Background: an optimization exercise with open tools, aiming at small area and a short achievable clock period. Do not read the settings as production practice. Only simulation tests tie the RTL to the original design; equivalence was not proved. Power and IR drop assume default switching activity.

$ cat design.v
package core_pkg;
    localparam int xlen   = 32;   
    localparam int rsel_w = 5;    
    localparam logic [6:0] OPC_OP     = 7'b0110011;
    localparam logic [6:0] OPC_OP_IMM = 7'b0010011;
    localparam logic [6:0] OPC_LUI    = 7'b0110111;
    localparam logic [6:0] OPC_AUIPC  = 7'b0010111;
    localparam logic [6:0] OPC_JAL    = 7'b1101111;
    localparam logic [6:0] OPC_JALR   = 7'b1100111;
    localparam logic [6:0] OPC_BRANCH = 7'b1100011;
    localparam logic [6:0] OPC_LOAD   = 7'b0000011;
    localparam logic [6:0] OPC_STORE  = 7'b0100011;
    localparam logic [2:0] F3_ADD_SUB = 3'd0;
    localparam logic [2:0] F3_SLL     = 3'd1;
    localparam logic [2:0] F3_SLT     = 3'd2;
    localparam logic [2:0] F3_SLTU    = 3'd3;
    localparam logic [2:0] F3_XOR     = 3'd4;
    localparam logic [2:0] F3_SRL_SRA = 3'd5;   
    localparam logic [2:0] F3_OR      = 3'd6;
    localparam logic [2:0] F3_AND     = 3'd7;
    localparam logic [2:0] F3_BEQ  = 3'd0;
    localparam logic [2:0] F3_BNE  = 3'd1;
    localparam logic [2:0] F3_BLT  = 3'd4;
    localparam logic [2:0] F3_BGE  = 3'd5;
    localparam logic [2:0] F3_BLTU = 3'd6;
    localparam logic [2:0] F3_BGEU = 3'd7;
    typedef enum logic [3:0] {
        ALU_ADD, ALU_SUB, ALU_SLL, ALU_SLT, ALU_SLTU, ALU_XOR,
        ALU_SRL, ALU_SRA, ALU_OR, ALU_AND, ALU_PASS_B
    } alu_func_t;
    typedef struct packed {
        logic [6:0] funct7; logic [rsel_w-1:0] rs2; logic [rsel_w-1:0] rs1;
        logic [2:0] funct3; logic [rsel_w-1:0] rd;  logic [6:0] opcode;
    } r_fmt_t;
    typedef struct packed {
        logic [11:0] imm_11_0; logic [rsel_w-1:0] rs1; logic [2:0] funct3;
        logic [rsel_w-1:0] rd; logic [6:0] opcode;
    } i_fmt_t;
    typedef struct packed {
        logic [6:0] imm_11_5; logic [rsel_w-1:0] rs2; logic [rsel_w-1:0] rs1;
        logic [2:0] funct3;   logic [4:0] imm_4_0;    logic [6:0] opcode;
    } s_fmt_t;
    typedef struct packed {
        logic imm_12; logic [5:0] imm_10_5; logic [rsel_w-1:0] rs2; logic [rsel_w-1:0] rs1;
        logic [2:0] funct3; logic [3:0] imm_4_1; logic imm_11; logic [6:0] opcode;
    } b_fmt_t;
    typedef struct packed {
        logic [19:0] imm_31_12; logic [rsel_w-1:0] rd; logic [6:0] opcode;
    } u_fmt_t;   
    typedef union packed {
        r_fmt_t r_fmt;
        i_fmt_t i_fmt;
        s_fmt_t s_fmt;
        b_fmt_t b_fmt;
        u_fmt_t u_fmt;
    } instr_u;
    typedef struct packed {
        logic       use_rs1;     
        logic       use_rs2;     
        logic       is_branch;
        logic       is_jal;
        logic       is_jalr;
        logic       is_load;
        logic       is_store;
        logic       reg_write;
        logic       illegal;
        logic [2:0] funct3;
    } dec_op_t;   
    typedef struct packed {
        dec_op_t           dec_op;
        logic [xlen-1:0]   imm;
        logic [xlen-1:0]   rs1data;
        logic [xlen-1:0]   rs2data;
        logic [xlen-1:0]   curr_pc;
        logic [xlen-1:0]   next_pc;
        alu_func_t         funct_alu;
        logic [rsel_w-1:0] rdsel;
    } dec_bundle_t;
    typedef struct packed {
        logic [xlen-1:0]   next_pc;
        logic [xlen-1:0]   alu_out;
        logic [xlen-1:0]   rs2data;
        logic              jump;
        dec_op_t           dec_op;
        logic [rsel_w-1:0] rdsel;
    } ex_result_t;
endpackage
module exec_alu (
    input  logic [core_pkg::xlen-1:0] alu_in1,
    input  logic [core_pkg::xlen-1:0] alu_in2,
    input  core_pkg::alu_func_t       funct_alu,
    output logic [core_pkg::xlen-1:0] alu_out
);
    logic [4:0] shamt;
    logic       lt_s;
    logic       lt_u;
    assign shamt = alu_in2[4:0];
    assign lt_s  = $signed(alu_in1) < $signed(alu_in2);
    assign lt_u  = alu_in1 < alu_in2;
    always_comb begin
        case (funct_alu)
            core_pkg::ALU_ADD:
                alu_out = alu_in1 + alu_in2;
            core_pkg::ALU_SUB:
                alu_out = alu_in1 - alu_in2;
            core_pkg::ALU_SLL:
                alu_out = alu_in1 << shamt;
            core_pkg::ALU_SLT:
                alu_out = {{(core_pkg::xlen-1){1'b0}}, lt_s};   
            core_pkg::ALU_SLTU:
                alu_out = {{(core_pkg::xlen-1){1'b0}}, lt_u};
            core_pkg::ALU_XOR:
                alu_out = alu_in1 ^ alu_in2;
            core_pkg::ALU_SRL:
                alu_out = alu_in1 >> shamt;
            core_pkg::ALU_SRA:
                alu_out = $unsigned($signed(alu_in1) >>> shamt);   
            core_pkg::ALU_OR:
                alu_out = alu_in1 | alu_in2;
            core_pkg::ALU_AND:
                alu_out = alu_in1 & alu_in2;
            core_pkg::ALU_PASS_B:
                alu_out = alu_in2;   
            default:
                alu_out = '0;
        endcase
    end
endmodule
module branch_comp (
    input  logic [core_pkg::xlen-1:0] rs1data,
    input  logic [core_pkg::xlen-1:0] rs2data,
    input  core_pkg::dec_op_t         dec_op,
    output logic                      jump
);
    logic eq;
    logic lt_s;
    logic lt_u;
    assign eq   = rs1data == rs2data;
    assign lt_s = $signed(rs1data) < $signed(rs2data);
    assign lt_u = rs1data < rs2data;
    always_comb begin
        jump = 1'b0;
        if (dec_op.is_jal || dec_op.is_jalr) begin
            jump = 1'b1;   
        end else if (dec_op.is_branch) begin
            case (dec_op.funct3)
                core_pkg::F3_BEQ:  jump = eq;
                core_pkg::F3_BNE:  jump = !eq;
                core_pkg::F3_BLT:  jump = lt_s;
                core_pkg::F3_BGE:  jump = !lt_s;
                core_pkg::F3_BLTU: jump = lt_u;
                core_pkg::F3_BGEU: jump = !lt_u;
                default: jump = 1'b0;   
            endcase
        end
    end
endmodule
module rv_decoder (
    input  core_pkg::instr_u            instr,
    input  logic [core_pkg::xlen-1:0]   pc,
    input  logic [core_pkg::xlen-1:0]   rs1data,
    input  logic [core_pkg::xlen-1:0]   rs2data,
    input  logic                        in_valid,
    output core_pkg::dec_bundle_t       bundle,
    output logic                        dec_valid
);
    core_pkg::dec_op_t           op;
    logic [core_pkg::xlen-1:0]   imm;
    core_pkg::alu_func_t         func;
    logic [core_pkg::rsel_w-1:0] rd;
    logic [core_pkg::xlen-1:0]   imm_i, imm_s, imm_b, imm_u, imm_j;
    logic [19:0]       u_hi;   
    function automatic core_pkg::alu_func_t arith_func(input logic [2:0] f3, input logic alt,
                                             input logic sub_ok);
        core_pkg::alu_func_t f;
        case (f3)
            core_pkg::F3_ADD_SUB: f = (alt && sub_ok) ? core_pkg::ALU_SUB : core_pkg::ALU_ADD;
            core_pkg::F3_SLL:     f = core_pkg::ALU_SLL;
            core_pkg::F3_SLT:     f = core_pkg::ALU_SLT;
            core_pkg::F3_SLTU:    f = core_pkg::ALU_SLTU;
            core_pkg::F3_XOR:     f = core_pkg::ALU_XOR;
            core_pkg::F3_SRL_SRA: f = alt ? core_pkg::ALU_SRA : core_pkg::ALU_SRL;
            core_pkg::F3_OR:      f = core_pkg::ALU_OR;
            core_pkg::F3_AND:     f = core_pkg::ALU_AND;
            default:    f = core_pkg::ALU_ADD;
        endcase
        arith_func = f;
    endfunction
    assign u_hi  = instr.u_fmt.imm_31_12;
    assign imm_i = {{20{instr.i_fmt.imm_11_0[11]}}, instr.i_fmt.imm_11_0};
    assign imm_s = {{20{instr.s_fmt.imm_11_5[6]}}, instr.s_fmt.imm_11_5, instr.s_fmt.imm_4_0};
    assign imm_b = {{19{instr.b_fmt.imm_12}}, instr.b_fmt.imm_12, instr.b_fmt.imm_11,
                    instr.b_fmt.imm_10_5, instr.b_fmt.imm_4_1, 1'b0};
    assign imm_u = {u_hi, 12'h000};
    assign imm_j = {{11{u_hi[19]}}, u_hi[19], u_hi[7:0], u_hi[8], u_hi[18:9], 1'b0};
    always_comb begin
        op   = '0;        
        imm  = '0;
        func = core_pkg::ALU_ADD;   
        rd   = '0;
        case (instr.r_fmt.opcode)
            core_pkg::OPC_OP: begin
                op.use_rs1   = 1'b1;
                op.use_rs2   = 1'b1;
                op.reg_write = 1'b1;
                func = arith_func(instr.r_fmt.funct3, instr.r_fmt.funct7[5], 1'b1);
            end
            core_pkg::OPC_OP_IMM: begin
                op.use_rs1   = 1'b1;
                op.reg_write = 1'b1;
                imm  = imm_i;   
                func = arith_func(instr.r_fmt.funct3, instr.r_fmt.funct7[5], 1'b0);
            end
            core_pkg::OPC_LUI: begin
                op.reg_write = 1'b1;
                imm  = imm_u;
                func = core_pkg::ALU_PASS_B;
            end
            core_pkg::OPC_AUIPC: begin
                op.reg_write = 1'b1;
                imm = imm_u;   
            end
            core_pkg::OPC_JAL: begin
                op.is_jal    = 1'b1;
                op.reg_write = 1'b1;
                imm = imm_j;
            end
            core_pkg::OPC_JALR: begin
                op.use_rs1   = 1'b1;
                op.is_jalr   = 1'b1;
                op.reg_write = 1'b1;
                imm = imm_i;   
            end
            core_pkg::OPC_BRANCH: begin
                op.is_branch = 1'b1;
                imm = imm_b;   
            end
            core_pkg::OPC_LOAD: begin
                op.use_rs1   = 1'b1;
                op.is_load   = 1'b1;
                op.reg_write = 1'b1;
                imm = imm_i;
            end
            core_pkg::OPC_STORE: begin
                op.use_rs1  = 1'b1;
                op.is_store = 1'b1;
                imm = imm_s;
            end
            default: op.illegal = 1'b1;
        endcase
        if (!op.illegal)
            op.funct3 = instr.r_fmt.funct3;
        if (op.reg_write)
            rd = instr.r_fmt.rd;
    end
    assign bundle = {
        op,            
        imm,           
        rs1data,       
        rs2data,       
        pc,            
        pc + 32'd4,    
        func,          
        rd             
    };
    assign dec_valid = in_valid;   
endmodule
module execute_stage (
    input  logic                  clk,
    input  logic                  rst_n,
    input  logic                  in_valid,
    input  core_pkg::dec_bundle_t bundle,
    output core_pkg::ex_result_t  result,
    output logic                  out_valid
);
    logic [core_pkg::xlen-1:0] alu_in1;
    logic [core_pkg::xlen-1:0] alu_in2;
    logic [core_pkg::xlen-1:0] alu_res;
    logic            jump;
    core_pkg::ex_result_t      res_d;   
    assign alu_in1 = bundle.dec_op.use_rs1 ? bundle.rs1data : bundle.curr_pc;
    assign alu_in2 = bundle.dec_op.use_rs2 ? bundle.rs2data : bundle.imm;
    exec_alu u_alu (
        .alu_in1   (alu_in1),
        .alu_in2   (alu_in2),
        .funct_alu (bundle.funct_alu),
        .alu_out   (alu_res)
    );
    branch_comp u_comp (
        .rs1data (bundle.rs1data),
        .rs2data (bundle.rs2data),
        .dec_op  (bundle.dec_op),
        .jump    (jump)
    );
    assign res_d = {
        bundle.next_pc,                                          
        bundle.dec_op.illegal ? {core_pkg::xlen{1'b0}} : alu_res,  
        bundle.rs2data,                                          
        jump,                                                    
        bundle.dec_op,                                           
        bundle.rdsel                                             
    };
    always_ff @(posedge clk or negedge rst_n) begin
        if (!rst_n)
            result <= '0;
        else if (in_valid)
            result <= res_d;   
    end
    always_ff @(posedge clk or negedge rst_n) begin
        if (!rst_n)
            out_valid <= 1'b0;
        else
            out_valid <= in_valid;   
    end
endmodule
module exec_top (
    input  logic                      clk,
    input  logic                      rst_n,
    input  logic                      in_valid,
    input  core_pkg::instr_u          instr,
    input  logic [core_pkg::xlen-1:0] pc,
    input  logic [core_pkg::xlen-1:0] rs1data,
    input  logic [core_pkg::xlen-1:0] rs2data,
    output core_pkg::ex_result_t      result,
    output logic                      out_valid
);
    core_pkg::dec_bundle_t bundle;      
    logic        dec_valid;   
    rv_decoder u_dec (
        .instr     (instr),
        .pc        (pc),
        .rs1data   (rs1data),
        .rs2data   (rs2data),
        .in_valid  (in_valid),
        .bundle    (bundle),
        .dec_valid (dec_valid)
    );
    execute_stage u_exec (
        .clk       (clk),
        .rst_n     (rst_n),
        .in_valid  (dec_valid),
        .bundle    (bundle),
        .result    (result),
        .out_valid (out_valid)
    );
endmodule
$ cat config.mk
export PLATFORM = sky130hd
export DESIGN_NAME = exec_top
export DESIGN_NICKNAME = exec_top
export VERILOG_FILES = /design/flow/design.v
export SDC_FILE = /design/flow/constraint.sdc
export NUM_CORES = 4
export LEC_CHECK = 0
export CAP_MARGIN = 20
export CORE_MARGIN = 2
export CORE_UTILIZATION = 40
export SLEW_MARGIN = 20
$ cat constraint.sdc
create_clock -name core_clock -period 7.0 [get_ports {clk}]
set_input_delay 1.4000 -clock core_clock [delete_from_list [all_inputs] [get_ports {clk}]]
set_output_delay 1.4000 -clock core_clock [all_outputs]
set_load 0.01 [all_outputs]
$ cat run.sh
#!/bin/bash
# synth_recipe.tcl (not shown) runs the flow's synth.tcl, then flattens the netlist and writes it again
# the make line also repeats each setting of config.mk as NAME=value (left out here)
make -C /OpenROAD-flow-scripts/flow DESIGN_CONFIG=/design/flow/config.mk WORK_HOME=/design/flow/orfs CLKGATE_MAP_FILE= SYNTH_SCRIPT=/design/flow/synth_recipe.tcl finish
==> out/results.txt <==
FF-to-FF End - u_exec.result[80]
Synth-to-layout area growth - 26.1%
Post-synth net total - 2472
Hold_ws - 484 ps
Die ar. - 41600 um^2
Seq/Total Area, Yosys - 18.0%
Reg2Reg Depth - 8
DR pass1 iterations - 6
Total Routing Usage GR - 44.3%
Worst-Margin Slew - 1090 ps
Placement Rows - 73
RSZ-0062 raised after global routing - false
CP Cell Sequence - clkdlybuf4s50_1 -> nand3b_2 -> o22ai_4 -> buf_12 -> o21ai_0 -> ha_1 -> inv_1 -> a21oi_1 -> o31ai_1 -> nor4_1 -> o21ai_0 -> buf_4 -> a21oi_1 -> nor2_1 -> o41ai_1 -> buf_4 -> a211oi_1 -> a31oi_1
PortBufs - 245
Worst-path fanout max - 27
Min-Delay Path Class - reg -> reg
# DRC - 0
Max-slew violations - 0
Synth cell count leaders - nor2_1 (238), nand2_1 (230), a21oi_1 (207), ha_1 (136)
Root buf cell - clkbuf_16
Num Clock Sinks - 115
Layout cells sized above 1 - 10.9%
CP required - 7320 ps
CTS resizes - 0
Crit path launch - instr[4]
CTS buffer count - 17
Critical path destination - u_exec.result[67]
R2R Setup Slk - 4900 ps
Dpl hpwl - 74000 um
Die Y - 204 um
Dpl ws - 521 ps
Post-synth EDFFs - 0
Die W - 204 um
Final setup vio count - 0
Post-synth top area cell - dfrtp_1
Largest net degree at the start of global routing - 97
Maximum vdd drop - 0.190 mV
DR iter-0 viols - 2589
Cells after synthesis - 2203
Reg-to-reg critical path startpoint - u_exec.result[80]
Most common cell in the netlist - nor2_1
CTS Hold Bufs - 0
Antenna Nets Post-Route - 0
CTS H-tree lvls - 4
Static leakage power - 0.00849 uW
Clock Path Buffers - 2
Starting density of the core - 40.4%
CP Class - in -> reg
Final TNS setup - 0 ps
Core Area - 39500 um^2
Routed len/inst - 31.3 um
Routed vias/inst - 6.68
Pwr Density - 133 nW/um^2
Yosys top cell area share - 18.0%
Vias in the first global route - 18887
Initial antenna violation count - 3
Max-slew headroom - 25.7%
Area contributors post-synth - dfrtp_1 (18%), ha_1 (11%), a21oi_1 (6.5%), nor2_1 (5.6%), nand2_1 (5.4%)
Vias - 19914
CP Capture Type - register
Crit-path slowest cell - a211oi_1
Syn. warnings - 4
CTS tree - yes
Post-CTS setup buffer count - 0
Ports - 246
Max incr delay on CP - 780 ps
Post-Route WL - 93300 um
Grt total ovfl - 0
Worst Skew - 0 ps
Asr flop ratio synth - 100%
Flops & latches, synth - 115
Clk latency of the worst-skew pair - 460 ps
Outcome - complete, no violations
Mapped cell area - 16000 um^2
GPL Wtd Cong - 1.13
Final Hold Viols - 0
Clk slew on worst S/H paths - 70 ps
CP Launch Type - input port
Nets - 2714
PnR worst setup slack - 696 ps
Tcrit/Tclk final - 90.1%
First-pass GRT wire length - 133000 um
Maxcap violations - 0
Most common flop cell mapped by yosys - dfrtp_1
Arr. time, crit path - 6620 ps
Synthesized area per cell - 7.26 um^2
Fin crit period - 6300 ps
Fmax - 159 MHz
Diode count - 0
Yosys cell types - 95
worst max-delay path, delay by kind of cell:
kind	cells	cell delay (ps)
AO/OA/AOI/OAI	9	2840
buffers and inverters	5	1340
AND/OR/NAND/NOR	3	560
adder cells (fa/ha/maj)	1	470
metrics by stage:
stage	area [um^2]	cells	util, %	power, uW
after floorplan	16000	2203	-	1220
after global placement	19600	2951	49.5	1720
after detailed placement	19600	2951	49.5	1730
after CTS	20200	2983	51.0	2650
after global routing	20200	2983	51.0	2760
final	20200	2983	51.0	2680
cell usage in the layout (no fill, tap or decap), types with 50 or more instances in the layout:
cell type and n:
clkdlybuf4s50_1 243, nor2_1 235, nand2_1 230, a21oi_1 206, ha_1 136, buf_4 136
o21ai_0 135, inv_1 134, dfrtp_1 115, mux2_2 56, nor3_1 52, mux2i_1 51
a211oi_1 50
how the worst min path moves through the flow:
| stage | startpoint | cells after the start | end |
|---|---|---|---|
| after floorplan | u_exec.result[15] | 2 | u_exec.result[15] |
| after global placement | u_exec.result[84] | 2 | u_exec.result[84] |
| after detailed placement | u_exec.result[12] | 1 | u_exec.result[12] |
| after CTS | u_exec.result[15] | 2 | u_exec.result[15] |
| after global routing | u_exec.result[35] | 1 | u_exec.result[35] |
| final | u_exec.result[15] | 2 | u_exec.result[15] |
state kept, by name, summed over array words and instances (netlist names):
name,cells
u_exec.result,114
u_exec.out_valid,1
layer usage:
layer  track usage, %  part of all wire, %
met1             56.5                   39
met2             65.5                   42
met3             13.8                   12
met4             25.9                  6.6
met5                0                0.030
cell families after synthesis:
family	after synthesis	share of synthesized area (%)
compound gates	804	34.3
simple gates	686	19.1
buf+inv	299	7.44
fa+ha+maj	138	10.9
flops	115	18.0
mux	109	7.34
xor+xnor	52	2.85
power by group:
| part | leakage, uW | internal [uW] | switching (uW) |
|---|---|---|---|
| Combinational | 0.00679 | 396 | 625 |
| Sequential | 0.00143 | 709 | 25.7 |
| Clock | 0.000275 | 513 | 415 |
| Total | 0.00849 | 1620 | 1070 |
cell type report:
cell class              count  area, um^2
inverters                 140         528
well taps                 525         657
flip-flops and latches    115        2880
repair buffers            382        3510
multi-input cells        1789       12000
clock buffers              20         457
fillers                  3960       19400
clock inverters            12         119

[afterwards: timing with drivers on the ports]
Ports are ideal in the flow. The routed layout listed here was re-timed in OpenROAD. Step 1 assumes that a clkbuf_16 drives the clock port and a buf_2 every other input. Step 2 also shifts input and output timing later by t, the mid clock arrival at the registers, as if the neighbouring blocks saw the same clock. a / b / c = ideal / step 1 / step 2; a / b = the first two.
shift t [ns]: 0.524
slack for setup (ns): 0.696 / 0.716 / 0.191
hold WS [ns]: 0.484 / 0.484 / 0.484
latest minus earliest clock arrival (ns): 0.015 / 0.015
slew at the worst register clock pin (ns): 0.07 / 0.07
After both steps this run still meets setup and hold. For this run, drivers alone change the setup slack by +0.020 ns; drivers and shift together by -0.505 ns.
